Background: an optimization exercise with open tools, aiming at small area, a short achievable clock period and few clock cycles per item. Do not read the settings as production practice.
In this exercise RTL edits were held to simulation tests only and were not proved equivalent to the original.
Power figures rest on the tool's default switching activity, not on a simulated workload.

## flow/run.sh

```bash
#!/bin/bash
# synth_recipe.tcl (not shown) runs the flow's synth.tcl, then flattens the netlist and writes it again
# the make line also repeats each setting of config.mk as NAME=value (left out here)
make -C /OpenROAD-flow-scripts/flow DESIGN_CONFIG=/design/flow/config.mk WORK_HOME=/design/flow/orfs CLKGATE_MAP_FILE= SYNTH_SCRIPT=/design/flow/synth_recipe.tcl finish
```

## flow/config.mk

```make
export PLATFORM = sky130hd
export DESIGN_NAME = intermittent_compression_mode_controller
export DESIGN_NICKNAME = intermittent_compression_mode_controller
export VERILOG_FILES = /design/flow/design.v
export SDC_FILE = /design/flow/constraint.sdc
export NUM_CORES = 4
export LEC_CHECK = 0
export ABC_AREA = 1
export CAP_MARGIN = 20
export CORE_MARGIN = 2
export CORE_UTILIZATION = 40
export CTS_BUF_LIST = sky130_fd_sc_hd__clkbuf_8
export SETUP_SLACK_MARGIN = 5
export SLEW_MARGIN = 20
```

## flow/constraint.sdc

```tcl
create_clock -name core_clock -period 10.0 [get_ports {i_clk}]
set_input_delay 2.0000 -clock core_clock [delete_from_list [all_inputs] [get_ports {i_clk}]]
set_output_delay 2.0000 -clock core_clock [all_outputs]
set_load 0.01 [all_outputs]
```

## flow/design.v

```verilog
package icmc_pkg;
    localparam int HistoryLenDef = 12;
    localparam int ThetaDef      = 37;
    localparam int CountWidthDef = 16;
    localparam int CfgIdxW  = 3;
    localparam int CfgDataW = 32;
    localparam int ThrW     = 32;
    localparam int SumW     = 15;
    localparam logic [1:0] EV_MEMOPS = 2'd0;
    localparam logic [1:0] EV_EVICT  = 2'd1;
    localparam logic [1:0] EV_PWROFF = 2'd2;
    localparam logic [1:0] EV_REBOOT = 2'd3;
    localparam logic [CfgIdxW-1:0] REG_INIT_THR   = 3'd0;
    localparam logic [CfgIdxW-1:0] REG_CONF_INIT  = 3'd1;
    localparam logic [CfgIdxW-1:0] REG_CLOSE_FRAC = 3'd2;
    localparam logic [CfgIdxW-1:0] REG_AIMD_EN    = 3'd3;
    localparam logic [CfgIdxW-1:0] REG_CAP_FRAC   = 3'd4;
    localparam logic [CfgIdxW-1:0] REG_CONF_MIN   = 3'd5;
    localparam logic [CfgIdxW-1:0] REG_PRED_EN    = 3'd6;
    localparam logic [CfgIdxW-1:0] REG_PRED_VOL   = 3'd7;
endpackage
module icmc_ctrl (
    input  logic       i_clk,
    input  logic       i_rst_n,
    input  logic       i_valid,
    output logic       o_ready,
    output logic       o_valid,
    input  logic       i_ready,
    input  logic [1:0] i_mode,
    input  logic       i_need_cap,   
    input  logic       i_qc_v,       
    input  logic       i_tinc_v,     
    output logic       o_acc,        
    output logic       o_cap1,       
    output logic       o_cap2,       
    output logic       o_cap3        
);
    logic r_ovalid, r_cap1, r_cap2, r_cap3, stall, is_reboot;
    assign is_reboot = (i_mode == icmc_pkg::EV_REBOOT);
    assign stall   = ((i_mode == icmc_pkg::EV_PWROFF) && !i_qc_v) || (is_reboot && !i_tinc_v);
    assign o_ready = !r_cap1 && !r_cap2 && !r_cap3 && (!r_ovalid || i_ready) && !stall;
    assign o_acc   = i_valid && o_ready;
    assign o_valid = r_ovalid;
    assign o_cap1  = r_cap1;
    assign o_cap2  = r_cap2;
    assign o_cap3  = r_cap3;
    always_ff @(posedge i_clk) begin
        if (!i_rst_n) begin
            r_ovalid <= 1'b0;
            r_cap1   <= 1'b0;
            r_cap2   <= 1'b0;
            r_cap3   <= 1'b0;
        end else begin
            r_cap1   <= o_acc && is_reboot && i_need_cap;
            r_cap2   <= r_cap1;
            r_cap3   <= r_cap2;
            r_ovalid <= (o_acc && !(is_reboot && i_need_cap)) || r_cap3 || (r_ovalid && !i_ready);
        end
    end
endmodule
module icmc_dp #(
    parameter int HISTORY_LEN = icmc_pkg::HistoryLenDef,
    parameter int THETA       = icmc_pkg::ThetaDef,
    parameter int COUNT_WIDTH = icmc_pkg::CountWidthDef
) (
    input  logic                          i_clk,
    input  logic                          i_rst_n,
    input  logic                          i_cfg_we,
    input  logic [icmc_pkg::CfgIdxW-1:0]  i_cfg_idx,
    input  logic [icmc_pkg::CfgDataW-1:0] i_cfg_data,
    input  logic                          i_acc,
    input  logic                          i_cap1,
    input  logic                          i_cap2,
    input  logic                          i_cap3,
    input  logic [1:0]                    i_mode,
    input  logic [3:0]                    i_op_count,
    output logic                          o_need_cap,
    output logic                          o_qc_v,
    output logic                          o_tinc_v,
    output logic                          o_regular_active,
    output logic                          o_mode_changed,
    output logic                          o_gate_vetoed,
    output logic [icmc_pkg::ThrW-1:0]     o_threshold_now,
    output logic [1:0]                    o_confidence_now,
    output logic signed [icmc_pkg::SumW-1:0] o_predictor_out
);
    localparam int CW = COUNT_WIDTH;
    localparam int HL = HISTORY_LEN;
    localparam int PW = 12;                  
    localparam logic [CW-1:0] CMAX = {CW{1'b1}};
    localparam logic signed [11:0] THETA_S = THETA;
    logic [7:0] r_close_frac, r_cap_frac;
    logic [1:0] r_conf_min;
    logic       r_aimd_en, r_pred_en, r_pred_vol;
    logic [CW-1:0]        r_mem, r_prev, r_thr, r_evict;
    logic signed [CW:0]   r_adj;
    logic [1:0]           r_conf;
    logic                 r_reg, r_hval, r_gate, r_chg;
    logic signed [7:0]    r_w [HL+1];
    logic [HL-1:0]        r_hn;              
    logic [HL-1:0]        r_hs;              
    logic [PW-1:0]        r_sa, r_sb;        
    logic                 r_sc;
    logic signed [PW-1:0] r_sum;
    logic [CW-1:0]        r_qc;
    logic                 r_qc_v;
    wire ev_mem  = (i_mode == icmc_pkg::EV_MEMOPS);
    wire ev_evi  = (i_mode == icmc_pkg::EV_EVICT);
    wire ev_pof  = (i_mode == icmc_pkg::EV_PWROFF);
    wire ev_rbt  = (i_mode == icmc_pkg::EV_REBOOT);
    logic [4:0]    lo_sum;
    logic [CW-1:0] mem_new;
    assign lo_sum = {1'b0, r_mem[3:0]} + {1'b0, i_op_count};
    always_comb begin
        if (!lo_sum[4])                mem_new = {r_mem[CW-1:4], lo_sum[3:0]};
        else if (&r_mem[CW-1:4])       mem_new = CMAX;
        else                           mem_new = {r_mem[CW-1:4] + (CW-4)'(1), lo_sum[3:0]};
    end
    logic signed [CW+1:0] e_gap;
    logic                 hit, veto, enter;
    assign e_gap = $signed({2'b00, r_prev}) - $signed({2'b00, r_thr}) - $signed({2'b00, r_mem});
    assign hit   = e_gap[CW+1] || (e_gap[CW:4] == '0 && e_gap[3:0] <= i_op_count);
    assign veto  = (r_pred_en && r_sum[PW-1]) || (r_conf_min != 2'd0 && r_conf < r_conf_min);
    assign enter = !r_reg && r_hval && !r_gate && hit;
    logic signed [CW:0] adj_new;
    logic               close;
    logic [1:0]         conf_new;
    assign adj_new = $signed({1'b0, r_mem}) - $signed({1'b0, r_prev});
    logic signed [CW+1:0] adj_pq;
    assign adj_pq  = $signed({adj_new[CW], adj_new}) + $signed({2'b00, r_qc});
    assign close   = (adj_new <= $signed({1'b0, r_qc})) && !adj_pq[CW+1];
    assign conf_new = close ? ((r_conf != 2'd3) ? r_conf + 2'd1 : r_conf)
                            : ((r_conf != 2'd0) ? r_conf - 2'd1 : r_conf);
    logic                 sum_small, train_c, train_f, upd;
    assign sum_small = r_sum[PW-1] ? (r_sum >= -THETA_S) : (r_sum <= THETA_S);
    assign train_c   = r_sum[PW-1] || sum_small;      
    assign train_f   = !r_sum[PW-1] || sum_small;     
    assign upd       = i_acc && ev_pof && r_hval && r_pred_en;
    logic [7:0] w_flip [HL+1];
    for (genvar i = 0; i <= HL; i++) begin : g_w
        logic       nz, neg, up, en;
        logic [7:0] ones, zeros;             
        if (i == 0) begin : g_bias
            assign nz  = 1'b1;
            assign neg = 1'b0;
        end else begin : g_hist
            assign nz  = r_hn[i-1];
            assign neg = r_hs[i-1];
        end
        assign ones[0]  = 1'b1;
        assign zeros[0] = 1'b1;
        for (genvar j = 1; j < 8; j++) begin : g_p
            assign ones[j]  = ones[j-1] & r_w[i][j-1];
            assign zeros[j] = zeros[j-1] & !r_w[i][j-1];
        end
        assign up = close ^ neg;
        assign en = nz && (close ? train_c : train_f) &&
                    !(up ? (ones[7] && !r_w[i][7]) : (r_w[i] == 8'sh81) );
        assign w_flip[i] = {8{en && upd}} & (up ? ones : zeros);
    end
    logic signed [CW+1:0] prev_sum;
    logic [CW-1:0]        prev_mc;
    assign prev_sum = $signed({2'b00, r_mem}) + $signed({r_adj[CW], r_adj});
    always_comb begin
        if (r_conf > 2'd1)          prev_mc = r_mem;
        else if (prev_sum[CW+1])    prev_mc = '0;
        else if (prev_sum[CW])      prev_mc = CMAX;
        else                        prev_mc = prev_sum[CW-1:0];
    end
    logic [CW-1:0] thr_half, thr_dec, thr_aimd, thr_inc;
    logic          aimd_go;
    assign thr_half = r_thr >> 1;
    assign thr_dec  = (thr_half == '0) ? CW'(1) : thr_half;
    assign thr_aimd = (r_evict > thr_half) ? thr_dec : thr_inc;
    assign aimd_go  = r_aimd_en && !r_gate;
    assign o_need_cap = aimd_go && (r_cap_frac != 8'd0);
    localparam logic [PW-1:0] K = PW'(4096 - 13 * 128);
    logic [PW-1:0] t [HL+1];
    for (genvar i = 0; i <= HL; i++) begin : g_t
        logic [7:0] s;
        if (i == 0) begin : g_b
            assign s = r_w[0];
        end else begin : g_h
            assign s = r_w[i] ^ {8{r_hs[i-1]}};
        end
        assign t[i] = {4'd0, !s[7], s[6:0]};
    end
    function automatic logic [2*PW-1:0] csa(input logic [PW-1:0] a, input logic [PW-1:0] b,
                                            input logic [PW-1:0] c, input logic cin);
        logic [PW-1:0] s, cy;
        s  = a ^ b ^ c;
        cy = (a & b) | (a & c) | (b & c);
        csa = {s, cy[PW-2:0], cin};
    endfunction
    logic [PW-1:0] a1 [8];
    logic [PW-1:0] a2 [6];
    logic [PW-1:0] a3 [4];
    logic [PW-1:0] a4 [2];
    logic [PW-1:0] a5 [2];
    assign {a1[0], a1[1]} = csa(t[0], t[1], t[2], r_hs[0]);
    assign {a1[2], a1[3]} = csa(t[3], t[4], t[5], r_hs[1]);
    assign {a1[4], a1[5]} = csa(t[6], t[7], t[8], r_hs[2]);
    assign {a1[6], a1[7]} = csa(t[9], t[10], t[11], r_hs[3]);
    assign {a2[0], a2[1]} = csa(a1[0], a1[1], a1[2], r_hs[4]);
    assign {a2[2], a2[3]} = csa(a1[3], a1[4], a1[5], r_hs[5]);
    assign {a2[4], a2[5]} = csa(a1[6], a1[7], t[12], r_hs[6]);
    assign {a3[0], a3[1]} = csa(a2[0], a2[1], a2[2], r_hs[7]);
    assign {a3[2], a3[3]} = csa(a2[3], a2[4], a2[5], r_hs[8]);
    assign {a4[0], a4[1]} = csa(a3[0], a3[1], a3[2], r_hs[9]);
    assign {a5[0], a5[1]} = csa(a4[0], a4[1], a3[3], r_hs[10]);
    assign r_sum = r_sa + r_sb + (r_sc ? K + 12'd1 : K);
    logic          r_qa, r_qb, r_men, r_macc, a_next, b_next;
    logic [3:0]    r_fn, fn;
    logic [7:0]    close_src;
    logic [19:0]   mpp [5];
    logic [19:0]   m1 [4];
    logic [19:0]   m2 [2];
    logic [19:0]   m3 [2];
    logic [19:0]   msum;
    logic [CW-1:0] cap_v;
    assign fn   = r_fn;
    for (genvar k = 0; k < 4; k++) begin : g_pp
        assign mpp[k] = {4'd0, r_prev & {CW{fn[k]}}} << k;
    end
    assign mpp[4] = r_macc ? {4'd0, r_qc} : 20'd0;
    function automatic logic [39:0] csa20(input logic [19:0] a, input logic [19:0] b,
                                          input logic [19:0] c);
        csa20 = {a ^ b ^ c, ((a & b) | (a & c) | (b & c)) << 1};
    endfunction
    assign {m1[0], m1[1]} = csa20(mpp[0], mpp[1], mpp[2]);
    assign {m2[0], m2[1]} = csa20(m1[0], m1[1], mpp[3]);
    assign {m3[0], m3[1]} = csa20(m2[0], m2[1], mpp[4]);
    assign msum  = m3[0] + m3[1];
    assign cap_v = (r_qc == '0) ? CW'(1) : r_qc;
    function automatic logic [7:0] div10_step(input logic [7:0] v);    
        logic [7:0] r;
        logic [3:0] q;
        r = v;
        for (int k = 3; k >= 0; k--) begin
            if (r >= (8'd10 << k)) begin
                r    = r - (8'd10 << k);
                q[k] = 1'b1;
            end else begin
                q[k] = 1'b0;
            end
        end
        div10_step = {q, r[3:0]};
    endfunction
    logic [12:0] r_tdiv;
    logic [3:0]  r_trem;
    logic [2:0]  r_tdiv_n;
    logic [3:0]  nib;
    logic [7:0]  dstep;
    always_comb begin
        case (r_tdiv_n[1:0])
            2'd0:    nib = r_thr[15:12];
            2'd1:    nib = r_thr[11:8];
            2'd2:    nib = r_thr[7:4];
            default: nib = r_thr[3:0];
        endcase
    end
    assign dstep = div10_step({r_trem, nib});
    logic [CW-1:0] tstep;
    logic [CW:0]   tsum;
    assign tstep = (r_tdiv == '0) ? CW'(1) : CW'(r_tdiv);
    assign tsum  = {1'b0, r_thr} + {1'b0, tstep};
    assign thr_inc = tsum[CW] ? CMAX : tsum[CW-1:0];
    logic thr_chg, prev_chg, close_we, qc_start;
    assign prev_chg = i_acc && ev_rbt;
    assign close_we = i_cfg_we && i_cfg_idx == icmc_pkg::REG_CLOSE_FRAC;
    assign qc_start = (prev_chg && !o_need_cap) || i_cap2 || close_we;
    logic cap1_next;
    assign cap1_next = prev_chg && o_need_cap;
    assign a_next    = !i_rst_n || qc_start || cap1_next;
    assign b_next    = i_rst_n && ((r_qa && !prev_chg && !close_we) || i_cap1);
    assign close_src = close_we ? i_cfg_data[7:0] : (!i_rst_n ? 8'd26 : r_close_frac);
    assign thr_chg  = (i_acc && ev_rbt && aimd_go) || i_cap3 ||
                      (i_cfg_we && i_cfg_idx == icmc_pkg::REG_INIT_THR);
    always_ff @(posedge i_clk) begin
        if (r_men) r_qc <= msum[19:4];
        r_men  <= a_next || b_next;
        r_macc <= b_next;
        r_fn   <= cap1_next ? r_cap_frac[3:0] : i_cap1 ? r_cap_frac[7:4] :
                  b_next ? close_src[7:4] : close_src[3:0];
        if (!i_rst_n || thr_chg) begin
            r_tdiv_n <= '0;
            r_trem   <= '0;
        end else if (!r_tdiv_n[2]) begin
            r_tdiv_n <= r_tdiv_n + 3'd1;
            r_trem   <= dstep[3:0];
            r_tdiv   <= {r_tdiv[8:0], dstep[7:4]};
        end
        if (!i_rst_n) begin
            r_qa   <= 1'b1;
            r_qb   <= 1'b0;
            r_qc_v <= 1'b0;
        end else begin
            r_qa   <= qc_start;
            r_qb   <= r_qa && !prev_chg && !close_we;
            r_qc_v <= (r_qb || r_qc_v) && !qc_start && !prev_chg;
        end
    end
    assign o_qc_v   = r_qc_v;
    assign o_tinc_v = r_tdiv_n[2];
    logic w_clr;
    assign w_clr = !i_rst_n || (i_acc && ev_rbt && r_pred_en && r_pred_vol);
    always_ff @(posedge i_clk) begin
        for (int i = 0; i <= HL; i++) r_w[i] <= w_clr ? 8'sd0 : (r_w[i] ^ w_flip[i]);
    end
    always_ff @(posedge i_clk) begin
        if (!i_rst_n) begin
            r_close_frac <= 8'd26;
            r_aimd_en    <= 1'b1;
            r_cap_frac   <= 8'd0;
            r_conf_min   <= 2'd0;
            r_pred_en    <= 1'b0;
            r_pred_vol   <= 1'b0;
            r_mem   <= '0;
            r_prev  <= '0;
            r_thr   <= CW'(16);
            r_evict <= '0;
            r_adj   <= '0;
            r_conf  <= 2'd2;
            r_reg   <= 1'b0;
            r_hval  <= 1'b0;
            r_gate  <= 1'b0;
            r_chg   <= 1'b0;
            r_sa    <= -K;
            r_sb    <= '0;
            r_sc    <= 1'b0;
            r_hn    <= '0;
            r_hs    <= '0;
        end else begin
            if (i_cfg_we) begin
                case (i_cfg_idx)
                    icmc_pkg::REG_INIT_THR: begin
                        if (i_cfg_data == 32'd0)           r_thr <= CW'(1);
                        else if (i_cfg_data[31:CW] != '0)  r_thr <= CMAX;
                        else                               r_thr <= i_cfg_data[CW-1:0];
                    end
                    icmc_pkg::REG_CONF_INIT:  r_conf       <= i_cfg_data[1:0];
                    icmc_pkg::REG_CLOSE_FRAC: r_close_frac <= i_cfg_data[7:0];
                    icmc_pkg::REG_AIMD_EN:    r_aimd_en    <= i_cfg_data[0];
                    icmc_pkg::REG_CAP_FRAC:   r_cap_frac   <= i_cfg_data[7:0];
                    icmc_pkg::REG_CONF_MIN:   r_conf_min   <= i_cfg_data[1:0];
                    icmc_pkg::REG_PRED_EN:    r_pred_en    <= i_cfg_data[0];
                    default:                  r_pred_vol   <= i_cfg_data[0];
                endcase
            end
            if (i_cap3 && r_thr > cap_v) r_thr <= cap_v;
            if (i_acc) begin
                r_chg <= (ev_mem && enter && !veto) || (ev_rbt && r_reg);
                if (ev_mem) begin
                    r_mem <= mem_new;
                    if (enter) begin
                        if (veto) r_gate <= 1'b1;
                        else      r_reg  <= 1'b1;
                    end
                end
                if (ev_evi && r_reg && r_evict != CMAX) r_evict <= r_evict + CW'(1);
                if (ev_pof) begin
                    if (!r_hval) begin
                        r_adj  <= '0;
                        r_hval <= 1'b1;
                    end else begin
                        r_adj  <= adj_new;
                        r_conf <= conf_new;
                        if (r_pred_en) begin
                                                        r_hn <= {r_hn[HL-2:0], 1'b1};
                            r_hs <= {r_hs[HL-2:0], !close};
                        end
                    end
                end
                if (ev_rbt) begin
                    r_prev  <= prev_mc;
                    r_mem   <= '0;
                    r_evict <= '0;
                    r_gate  <= 1'b0;
                    r_reg   <= 1'b0;
                    if (aimd_go) r_thr <= thr_aimd;
                    if (r_pred_en) begin
                        if (r_pred_vol) begin
                            r_hn  <= '0;
                            r_hs  <= '0;
                            r_sa  <= -K;
                            r_sb  <= '0;
                            r_sc  <= 1'b0;
                        end else begin
                            r_sa  <= a5[0];
                            r_sb  <= a5[1];
                            r_sc  <= r_hs[11];
                        end
                    end
                end
            end
        end
    end
    assign o_regular_active = r_reg;
    assign o_mode_changed   = r_chg;
    assign o_gate_vetoed    = r_gate;
    assign o_threshold_now  = {{(icmc_pkg::ThrW-CW){1'b0}}, r_thr};
    assign o_confidence_now = r_conf;
    assign o_predictor_out  = {{(icmc_pkg::SumW-PW){r_sum[PW-1]}}, r_sum};
endmodule
module intermittent_compression_mode_controller #(
    parameter int HISTORY_LEN = icmc_pkg::HistoryLenDef,
    parameter int THETA       = icmc_pkg::ThetaDef,
    parameter int COUNT_WIDTH = 16
) (
    input  logic                          i_clk,
    input  logic                          i_rst_n,
    input  logic                          i_cfg_we,
    input  logic [icmc_pkg::CfgIdxW-1:0]  i_cfg_idx,
    input  logic [icmc_pkg::CfgDataW-1:0] i_cfg_data,
    input  logic                          i_valid,
    output logic                          o_ready,
    input  logic [1:0]                    i_mode,
    input  logic [3:0]                    i_op_count,
    output logic                          o_valid,
    input  logic                          i_ready,
    output logic                          o_regular_active,
    output logic                          o_mode_changed,
    output logic                          o_gate_vetoed,
    output logic [icmc_pkg::ThrW-1:0]     o_threshold_now,
    output logic [1:0]                    o_confidence_now,
    output logic signed [icmc_pkg::SumW-1:0] o_predictor_out
);
    logic acc, cap1, cap2, cap3, need_cap, qc_v, tinc_v;
    icmc_ctrl u_ctrl (
        .i_clk, .i_rst_n, .i_valid, .o_ready, .o_valid, .i_ready, .i_mode,
        .i_need_cap(need_cap), .i_qc_v(qc_v), .i_tinc_v(tinc_v),
        .o_acc(acc), .o_cap1(cap1), .o_cap2(cap2), .o_cap3(cap3)
    );
    icmc_dp #(
        .HISTORY_LEN(HISTORY_LEN), .THETA(THETA), .COUNT_WIDTH(COUNT_WIDTH)
    ) u_dp (
        .i_clk, .i_rst_n, .i_cfg_we, .i_cfg_idx, .i_cfg_data,
        .i_acc(acc), .i_cap1(cap1), .i_cap2(cap2), .i_cap3(cap3), .i_mode, .i_op_count,
        .o_need_cap(need_cap), .o_qc_v(qc_v), .o_tinc_v(tinc_v),
        .o_regular_active, .o_mode_changed, .o_gate_vetoed,
        .o_threshold_now, .o_confidence_now, .o_predictor_out
    );
endmodule
```

==> reports/metrics.yaml, run 1 <==
cts.sinks: 308
synth-seq-cells: 308
path_cells: "ha_4 -> ha_4 -> inv_2 -> fa_2 -> o21ai_2 -> nand4_1 -> nand2_1 -> nand2_2 -> nand2_2 -> a21oi_2 -> xnor2_2 -> inv_2 -> buf_6"
initial_core_util: 0.4029
fin_nets: 4561
layout_commonest_cell: "nand2_1"
ir_worst_vdd_v: 0.0002012
largest_reg_flops: 104
final.setup.tns_ps: 0
drive_gt1_frac: 0.09171
syn2layout_area_growth_pct: 14.09
arrival_ps: 2940
critPathMaxFanout: 5
slew_violations: 0
crit_required_ps: 8000
overflow: 0
final_cell_mix: "nand2_1, inv_1, nor2_1, a21oi_1, dfxtp_1"
synth_cell_type_count: 68
tightest_slew_ps: 1048
worstHoldStart: "u_dp.r_hn[10]"
synth_area_leaders: "dfxtp_1, nand2_1, fa_1, ha_1, inv_1"
slowest_delay_ps: 380
dieArea_sq_um: 72560
routed_via_density: 5.085
postCtsHoldBufs: 0
critPathLaunch: "u_dp.r_sa[1]"
grt_pass1_vias: 24197
power_leakage_uw: 0.01462
yosysTopAreaCell: "dfxtp_1"
yosysWarnings: 14
rows: 97
vias: 26190
hold_slack_ps: 466.0
postRouteAntennaNets: 0
port_buffers: 83
min_path_type: "register to register"
crit_path_start_kind: "register"
h-tree-depth: 2
power.density_nw_per_um2: 147.9
cts_buffers: 60
crit_slowest_cell: "fa_2"
dr.pass1.iters: 6
dieWidth_um: 269.4
fmax_mhz: 202.3
synth_top_area_frac: 0.1983
dp_hpwl_um: 63110
finalHoldViolations: 0
yosys_most_used_dff: "dfxtp_1"
r2r-start: "u_dp.r_prev[0]"
maxSlewHeadroom: 0.2941
root_buffer: "clkbuf_8"
min_period_over_period: 0.4942
top_regs: "u_dp.r_w x104, u_dp.r_adj x17"
clk_latency_ps: 690
gp_congestion: 0.9219
yosysSeqAreaShare: 0.2292
cap_violations: 0
cp_num_buf_inv: 3
grt_max_degree: 61
async_reset_ff_frac: 0
path_delay_family: "adder cells"
synth_area_sq_um: 28170
clk_pin_slew_ps: 60
final_util: 0.4597
fin_crit_ps: 4942
rsz0062_at_grt: "true"
fp.dieH_um: 269.4
antenna_found_initial: 3
worstSetupPathType: "register to output pin"
endpoint_kind: "output pin"
drt-total-wl_um: 83660
grtUsageTotal: 0.2235
tritoncts: "done"
clockBufferDepth: 3
wl_per_cell_um: 16.24
synthCells: 4057
ios: 100
synth_edf_count: 29
core-area_sq_um: 69910
skew_ps: 32.08
avgSynthCellArea_sq_um: 6.943
setup_viol_count_final: 0
route.detailed.drc: 0
grt_pass1_wl_um: 131200
outcome: "complete, no violations"
n_fill_cell: 7202
drt-initial-drc-count: 1849
regMostFlops: "u_dp.r_w"
cell usage after synthesis, types with 5 or more instances:
master	count
o21a_1	5
nand4_1	74
o21ai_1	19
inv_2	17
nand2_4	12
a21boi_0	5
a21oi_1	320
o31ai_1	5
nor2_1	358
nand3b_1	12
nor2_2	11
clkbuf_1	92
xnor2_1	101
a21o_1	7
xor2_1	108
buf_2	11
o21ai_0	214
nor2_4	10
buf_4	28
o21bai_1	9
buf_1	7
dfxtp_1	279
buf_6	5
a31oi_1	33
o22ai_1	18
o21ai_2	5
a22oi_1	10
nor3_1	50
nand2_2	24
nand2_1	855
edfxtp_1	29
inv_1	654
o211ai_1	8
clkinv_1	6
a211oi_1	10
nand3_1	205
ha_1	211
nor4_1	38
fa_1	143
path summary, 6_finish.rpt:
check	slack, ps	end	depth (start not counted)
setup reg to reg	5120	u_dp.r_w[1][1]	28
setup / recovery	5060	o_predictor_out[14]	13
hold / removal	470	u_dp.r_hn[10]	2
hold reg to reg	470	u_dp.r_hn[10]	2
area by class of cell:
type / count / area (sq um) / share of cell area
clock inverter: 33 / 231.5 / 0.007203
antenna: 1 / 2.502 / 0.00007787
multi-input combinational: 2949 / 19050 / 0.5928
clock buffer: 77 / 1060 / 0.03298
tap: 940 / 1176 / 0.03660
inverter: 677 / 2561 / 0.07970
sequential: 308 / 6502 / 0.2024
timing repair buffer: 165 / 1550 / 0.04824
metrics by stage:
stage	power, uW	setup WS, ps	cell area [sq um]	cells
3_3_place_gp	3141	3720	29670	4968
5_1_grt	5099	4854	32130	5150
2_1_floorplan	2752	5418	28220	4072
4_1_cts	4599	4933	31220	5095
3_5_place_dp	3149	3630	29670	4968
6_report	4753	5058	32130	5150
layer usage:
layer	vias to the layer above	global-route usage	share of wire
met3	147	0.04471	0.073
met1	12078	0.3158	0.47
met5	-	0	0.00014
met2	700	0.3457	0.43
met4	2	0.06111	0.025
li1	13263	-	-
repair_timing:
item                       in CTS  in global routing
setup endpoints to repair     169                171
buffers inserted               15                 51
pin swaps                      14                 37
gates resized for setup        62                129
cloned                          2                  3
report_power, final:
| group | total, uW | switching (uW) | internal [uW] |
|---|---|---|---|
| registers | 1410 | 97.2 | 1310 |
| clock network | 1370 | 605 | 767 |
| logic | 1970 | 1260 | 715 |
| total | 4750 | 1960 | 2790 |
worst register-to-register path: cells and delay by family (launching register included):
family / cells / cell delay (ps)
buffers and inverters: 4 / 570
flip-flops: 1 / 390
AND/OR/NAND/NOR: 13 / 1540
AO/OA/AOI/OAI: 7 / 1090
adder cells (fa/ha/maj): 3 / 930
XOR/XNOR: 1 / 280
logic make-up (layout without fill, tap and decap cells):
group	count (synthesis)	count (layout)	synth area share
buffers and inverters	820	952	0.1148
DFF	308	308	0.2292
and+or+nand+nor	1664	1669	0.2568
other	1	17	0.0001331
adders and majority gates	354	354	0.1954
xor gates and xnor gates	209	209	0.06499
AOI/OAI and AO/OA	701	701	0.1387
Testbench counts, summed over its fixed seeds: cycles 5,099, items 4,829.
==> run 2, diff against run 1 <==
--- a/flow/config.mk
+++ b/flow/config.mk
@@ -10,5 +10,4 @@
 export CORE_MARGIN = 2
 export CORE_UTILIZATION = 40
-export CTS_BUF_LIST = sky130_fd_sc_hd__clkbuf_8
 export SETUP_SLACK_MARGIN = 5
 export SLEW_MARGIN = 20
==> reports/metrics.yaml, run 2 <==
outcome: "complete, no violations"  # unchanged
top_regs: "u_dp.r_w x104, u_dp.r_adj x17"  # unchanged
critPathMaxFanout: 3  # was 5
gp_congestion: 0.9219  # unchanged
wl_per_cell_um: 16.30  # was 16.24 um
synth_edf_count: 29  # unchanged
vias: 25981  # was 26,190
ir_worst_vdd_v: 0.0002011  # was 0.0002012 V
yosysTopAreaCell: "dfxtp_1"  # unchanged
synth_top_area_frac: 0.1983  # unchanged
min_period_over_period: 0.4873  # was 0.4942
multi_input_area_sq_um: 18930  # was 19,050 sq um
grt_pass1_wl_um: 131300  # was 131,200 um
synth_cell_type_count: 68  # unchanged
totalPowerFinal_uw: 4934  # was 4753 uW
largest_reg_flops: 104  # unchanged
synth_area_sq_um: 28170  # unchanged
clk_latency_ps: 590  # was 690 ps
ys_top_cells_by_count: "nand2_1, inv_1, nor2_1"  # unchanged
yosysWarnings: 14  # unchanged
cap_violations: 0  # unchanged
critPathLaunch: "i_mode[0]"  # was u_dp.r_sa[1]
final_cell_mix: "nand2_1, inv_1, nor2_1, a21oi_1, dfxtp_1"  # unchanged
overflow: 0  # unchanged
postRouteAntennaNets: 0  # unchanged
skew_ps: 36.07  # was 32.08 ps
routed_via_density: 5.094  # was 5.085
initial_core_util: 0.4029  # unchanged
dp_hpwl_um: 63110  # unchanged
placed_area_sq_um: 29670  # unchanged
yosys_most_used_dff: "dfxtp_1"  # unchanged
ios: 100  # unchanged
n_antenna_cell: 0  # was 1
n_fill_cell: 7208  # was 7,202
drive_gt1_frac: 0.07933  # was 0.09171
fin_crit_ps: 4873  # was 4942 ps
clockBufferDepth: 3  # unchanged
async_reset_ff_frac: 0  # unchanged
yosysMostFrequentCell: "nand2_1"  # unchanged
final_util: 0.4588  # was 0.4597
min_path_type: "register to register"  # unchanged
register_area_sq_um: 6494  # was 6502 sq um
regMostFlops: "u_dp.r_w"  # unchanged
layout_commonest_cell: "nand2_1"  # unchanged
crit_required_ps: 8000  # about the same
fin_cells: 5100  # was 5,150
crit_path_start_kind: "primary input"  # was register
r2r-start: "u_dp.r_prev[6]"  # was u_dp.r_prev[0]
synth_area_leaders: "dfxtp_1, nand2_1, fa_1, ha_1, inv_1"  # unchanged
grtUsageTotal: 0.2237  # was 0.2235
h-tree-depth: 2  # unchanged
arrival_ps: 2870  # was 2940 ps
avgSynthCellArea_sq_um: 6.943  # unchanged
tightest_slew_ps: 1006  # was 1048 ps
rsz0062_at_grt: "true"  # unchanged
rows: 97  # unchanged
finalHoldViolations: 0  # unchanged
dieArea_sq_um: 72560  # unchanged
port_buffers: 83  # unchanged
tritoncts: "done"  # unchanged
fp.dieH_um: 269.4  # unchanged
syn2layout_area_growth_pct: 13.88  # was 14.09%
synth-seq-cells: 308  # unchanged
dr.pass1.iters: 6  # unchanged
drt-initial-drc-count: 1817  # was 1,849
power_leakage_uw: 0.01450  # was 0.01462 uW
power.density_nw_per_um2: 153.8  # was 147.9 nW/um^2
dieWidth_um: 269.4  # unchanged
yosysSeqAreaShare: 0.2292  # unchanged
worstRegToRegCells: 29  # was 28
cts_buffers: 41  # was 60
dp.cells: 4968  # unchanged
route.detailed.drc: 0  # unchanged
antenna_found_initial: 1  # was 3
fin_nets: 4527  # was 4,561
fin_area_sq_um: 32080  # was 32,130 sq um
root_buffer: "clkbuf_16"  # was clkbuf_8
maxSlewHeadroom: 0.3223  # was 0.2941
grt_pass1_vias: 24113  # was 24,197
synthCells: 4057  # unchanged
cts.sinks: 308  # unchanged
slew_violations: 0  # unchanged
worstReg2RegEnd: "u_dp.r_w[8][6]"  # was u_dp.r_w[1][1]
drt-total-wl_um: 83130  # was 83,660 um
core-area_sq_um: 69910  # unchanged
endpoint_kind: "output pin"  # unchanged
grt_max_degree: 61  # unchanged
clk_pin_slew_ps: 60  # about the same
fmax_mhz: 205.2  # was 202.3 MHz
setup_viol_count_final: 0  # unchanged
final.setup.tns_ps: 0  # unchanged
r2r_setup_slack_ps: 5230  # was 5120 ps
worstSetupPathType: "primary input to output pin"  # was register to output pin
cp-endpoint: "o_ready"  # was o_predictor_out[14]
run 2: cell count changes in the layout (fill, tap and decap cells not counted), sizes merged:
| cell | change |
|---|---|
| clkinv | +11 |
| buf | -16 |
| dlymetal6s2s | -1 |
| inv | -21 |
| clkbuf | -25 |
| clkdlybuf4s50 | +2 |
| bufinv | +4 |
| dlygate4sd2 | -1 |
| diode | -1 |
| nand2 | -2 |
run 2: where the power goes:
part	total, uW	internal, uW	switching [uW]
logic	1920	682	1240
registers	1410	1310	97.9
clock network	1600	991	613
run 2: timing repair:
item,CTS,global route
hold buffers,0,0
cloned,2,1
setup endpoints to repair,166,167
pin swaps,13,22
buffers inserted,15,38
gates resized for setup,54,108
run 2: worst min-delay path by stage:
stage | cells after the start | end | slack (ps) | from
after floorplan | 2 | u_ctrl.r_cap3 | 420 | u_ctrl.r_cap2
after global placement | 2 | u_dp.r_close_frac[4] | 450 | u_dp.r_close_frac[4]
after detailed placement | 2 | u_dp.r_hn[8] | 450 | u_dp.r_hn[8]
after CTS | 2 | u_dp.r_hn[10] | 460 | u_dp.r_hn[10]
after global routing | 2 | u_dp.r_cap_frac[4] | 490 | u_dp.r_cap_frac[4]
final | 2 | u_dp.r_hn[10] | 460 | u_dp.r_hn[10]
run 2: final cells by class:
cell class,count,area share
Timing Repair Buffer,152,0.04509
Inverter,677,0.07993
Clock buffer,49,0.03530
Sequential cell,308,0.2024
Multi-Input combinational cell,2947,0.5903
Tap cell,940,0.03667
Clock inverter,27,0.01030
run 2: cell families after synthesis:
kind of cell,Yosys count,synth area share
xor gates and xnor gates,209,0.06499
adders and majority gates,354,0.1954
and+or+nand+nor,1664,0.2568
other,1,0.0001331
DFF,308,0.2292
buffers and inverters,820,0.1148
AOI/OAI and AO/OA,701,0.1387
run 2: per-stage QoR:
stage | worst slack (ps) | hold WS, ps
6_report | 5127 | 463.5
5_1_grt | 4849 | 487.4
4_1_cts | 4933 | 464.0
3_5_place_dp | 3630 | 453.5
3_3_place_gp | 3720 | 447.5
2_1_floorplan | 5418 | 420.8
run 2: per-layer routing:
metal,vias to the layer above,GRT usage,share of wire
met2,672,0.3479,0.44
met5,-,0,0
li1,13183,-,-
met1,12015,0.3188,0.47
met3,111,0.03990,0.071
met4,0,0.05819,0.023
run 2: critical path, cell delays in order:
cell	delay (ps)
clkbuf_2	120
inv_1	90
ha_2	190
inv_2	50
o22ai_1	230
nor2_4	60
buf_6	130

what the ideal ports hide:
Ports are ideal in the flow. The routed layouts listed here were re-timed in OpenROAD.
Step 1, drivers: a clkbuf_16 drives i_clk and a buf_2 each remaining input, both assumed.
Step 2 adds t to the input delays and takes it off the output delays; t is the mean of the earliest and latest rising clock arrival at the registers after step 1. Input paths then give back, and output paths get back, about the clock's delay inside the block.
Slacks: ideal / step 1 / step 2; pairs: ideal / step 1.
run	shift t [ns]	setup WS [ns]	slew at the worst register clock pin (ns)
run 1	0.736	5.058 / 4.995 / 4.497	0.07 / 0.07
run 2	0.629	5.127 / 5.068 / 4.693	0.07 / 0.07
After both steps setup and hold are still met in every run listed. The setup slack of run 1, which loses most, moves by -0.063 ns with the drivers and by -0.561 ns with both steps.
